This design comes from an exercise in tuning for small area and few clock cycles per item on the open sky130 flow, not from production work.
Where RTL was checked, it was by simulation tests only, not by an equivalence proof against the original.
Power figures rest on the tool's default switching activity, not on a simulated workload.

## range_negotiation_ack_barrier_unit
module range_negotiation_ack_barrier_unit (
    input  logic                          clk,
    input  logic                          rst_n,
    input  logic                          in_valid,
    output logic                          in_ready,
    input  logic [1:0]                    action,
    input  logic [rnab_pkg::SRC_W-1:0]    sender,
    input  logic [rnab_pkg::ROUND_W-1:0]  msg_round,
    output logic                          out_valid,
    input  logic                          out_ready,
    output logic [2:0]                    kind,
    output logic [2:0]                    error_code,
    output logic [rnab_pkg::ROUND_W-1:0]  round,
    output logic [1:0]                    phase,
    output logic [1:0]                    prev_phase,
    output logic                          last,
    input  logic                          psel,
    input  logic                          penable,
    input  logic                          pwrite,
    input  logic [rnab_pkg::PADDR_W-1:0]  paddr,
    input  logic [rnab_pkg::PDATA_W-1:0]  pwdata,
    output logic [rnab_pkg::PDATA_W-1:0]  prdata,
    output logic                          pready
);
For scale: ~1300 cells after synthesis, ~160 I/O pins, ~13000 µm² of cells after synthesis.
==> module rnab_fifo, before the edit <==
module rnab_fifo (
    input  logic        clk,
    input  logic        rst_n,
    input  logic        sel,
    input  logic        to_next,
    input  logic [5:0]  idx,
    input  logic        set_en,
    input  logic        swap,
    output logic        marked,
    output logic [6:0]  cnt_now
);
    logic [63:0] bank_a;
    logic [63:0] bank_b;
    logic [6:0]  cnt_a;
    logic [6:0]  cnt_b;
    logic [63:0] onehot;
    logic [63:0] onehot_s;
    logic        tgt_b;
    logic        clr_a;
    logic        clr_b;
    logic        set_a;
    logic        set_b;
    assign tgt_b   = sel ^ to_next;
    assign onehot  = 64'd1 << idx;
    assign onehot_s = {64{set_en}} & onehot;
    assign marked  = tgt_b ? (bank_b[idx] && !clr_b) : (bank_a[idx] && !clr_a);
    assign cnt_now = sel ? cnt_b : cnt_a;
    assign set_a  = set_en && !tgt_b;
    assign set_b  = set_en && tgt_b;
    always_ff @(posedge clk)
    begin
        bank_a <= (bank_a & {64{!clr_a}}) | (onehot_s & {64{!tgt_b}});
        bank_b <= (bank_b & {64{!clr_b}}) | (onehot_s & {64{tgt_b}});
    end
    always_ff @(posedge clk or negedge rst_n)
    begin
        if (!rst_n)
        begin
            cnt_a <= '0;
            cnt_b <= '0;
            clr_a <= 1'b1;
            clr_b <= 1'b1;
        end
        else
        begin
            clr_a <= swap && !sel;
            clr_b <= swap && sel;
            if (swap && !sel)
                cnt_a <= '0;
            else if (set_a)
                cnt_a <= cnt_a + 1'b1;
            if (swap && sel)
                cnt_b <= '0;
            else if (set_b)
                cnt_b <= cnt_b + 1'b1;
        end
    end
endmodule
==> flow/config.mk <==
export PLATFORM = sky130hd
export DESIGN_NAME = range_negotiation_ack_barrier_unit
export DESIGN_NICKNAME = range_negotiation_ack_barrier_unit
export VERILOG_FILES = /design/flow/design.v
export SDC_FILE = /design/flow/constraint.sdc
export NUM_CORES = 4
export LEC_CHECK = 0
export CAP_MARGIN = 20
export CORE_MARGIN = 2
export CORE_UTILIZATION = 40
export SLEW_MARGIN = 20
==> flow/constraint.sdc <==
create_clock -name core_clock -period 6.5 [get_ports {clk}]
set_input_delay 1.3000 -clock core_clock [delete_from_list [all_inputs] [get_ports {clk}]]
set_output_delay 1.3000 -clock core_clock [all_outputs]
set_load 0.01 [all_outputs]
standard.sh (not shown) runs the stock make flow with config.mk's settings and CLKGATE_MAP_FILE= SYNTH_SCRIPT=/design/flow/synth_recipe.tcl, a recipe that flattens the netlist after the stock synthesis.
==> flow/flow/run.sh <==
#!/bin/bash
# Standard layout with area-oriented changes: port buffers use buf_1 and
# clock tree synthesis uses clusters of sinks under single small clock
# buffers, without dummy loads. Constant outputs share one tie cell.
set -euo pipefail
export SKIP_REPAIR_TIE_FANOUT=1
export BUFFER_PORTS_ARGS="-buffer_cell sky130_fd_sc_hd__buf_1"
export CTS_ARGS="-sink_clustering_enable -repair_clock_nets -dont_use_dummy_load -buf_list sky130_fd_sc_hd__clkbuf_8 -sink_clustering_size 20 -sink_clustering_max_diameter 60"
bash standard.sh > standard_make.log 2>&1
The baseline ran to the end with no violations.
Testbench counts at the start, summed over its fixed seeds: cycles 64,320, items 64,000.
Then changed:
--- a/flow/design.v
+++ b/flow/design.v
@@ -277,27 +277,25 @@
     logic [63:0] bank_a;
     logic [63:0] bank_b;
     logic [6:0]  cnt_a;
     logic [6:0]  cnt_b;
     logic [63:0] onehot;
-    logic [63:0] onehot_s;
     logic        tgt_b;
     logic        clr_a;
     logic        clr_b;
     logic        set_a;
     logic        set_b;
     assign tgt_b   = sel ^ to_next;
     assign onehot  = 64'd1 << idx;
-    assign onehot_s = {64{set_en}} & onehot;
     assign marked  = tgt_b ? (bank_b[idx] && !clr_b) : (bank_a[idx] && !clr_a);
     assign cnt_now = sel ? cnt_b : cnt_a;
     assign set_a  = set_en && !tgt_b;
     assign set_b  = set_en && tgt_b;
     always_ff @(posedge clk)
     begin
-        bank_a <= (bank_a & {64{!clr_a}}) | (onehot_s & {64{!tgt_b}});
-        bank_b <= (bank_b & {64{!clr_b}}) | (onehot_s & {64{tgt_b}});
+        bank_a <= (bank_a & {64{!clr_a}}) | (onehot & {64{set_a}});
+        bank_b <= (bank_b & {64{!clr_b}}) | (onehot & {64{set_b}});
     end
     always_ff @(posedge clk or negedge rst_n)
     begin
         if (!rst_n)
         begin
The new run produced a clean layout.
Setup slack is better by 0.031 ns.
Global-route usage rises by 0.42 points.
Sequential cell count stays the same.
Combinational power went down by about 3%.
Cell count went down by 3.3%.
Critical path depth is unchanged.
Via count came out lower by 2.1%.
Register-to-register slack improves by 0.03 ns.
Cell area is about the same.
Sequential share of layout area is about the same.
The RTL of the second run of this note was laid out without a check of its function.

[static timing again, ports no longer ideal]
No port has a modelled driver above. Below, the same layouts with a new extraction and two added sets of constraints.
Step 1 assumes that a clkbuf_16 drives the clock port and a buf_2 every other input.
Step 2 times the ports against the registers' clock, not the clock port: input delays grow and output delays shrink by t, the midpoint of the rising clock arrivals with the driver on.
a / b / c = ideal ports / drivers / drivers and shift; a / b = the first two.
run	shift t [ns]	setup slack, ns	clock arrival spread, ns
the first run	0.577	0.513 / 0.513 / 0.513	0.086 / 0.086
the second run	0.588	0.544 / 0.544 / 0.544	0.122 / 0.122
After both steps every run listed still meets setup and hold.
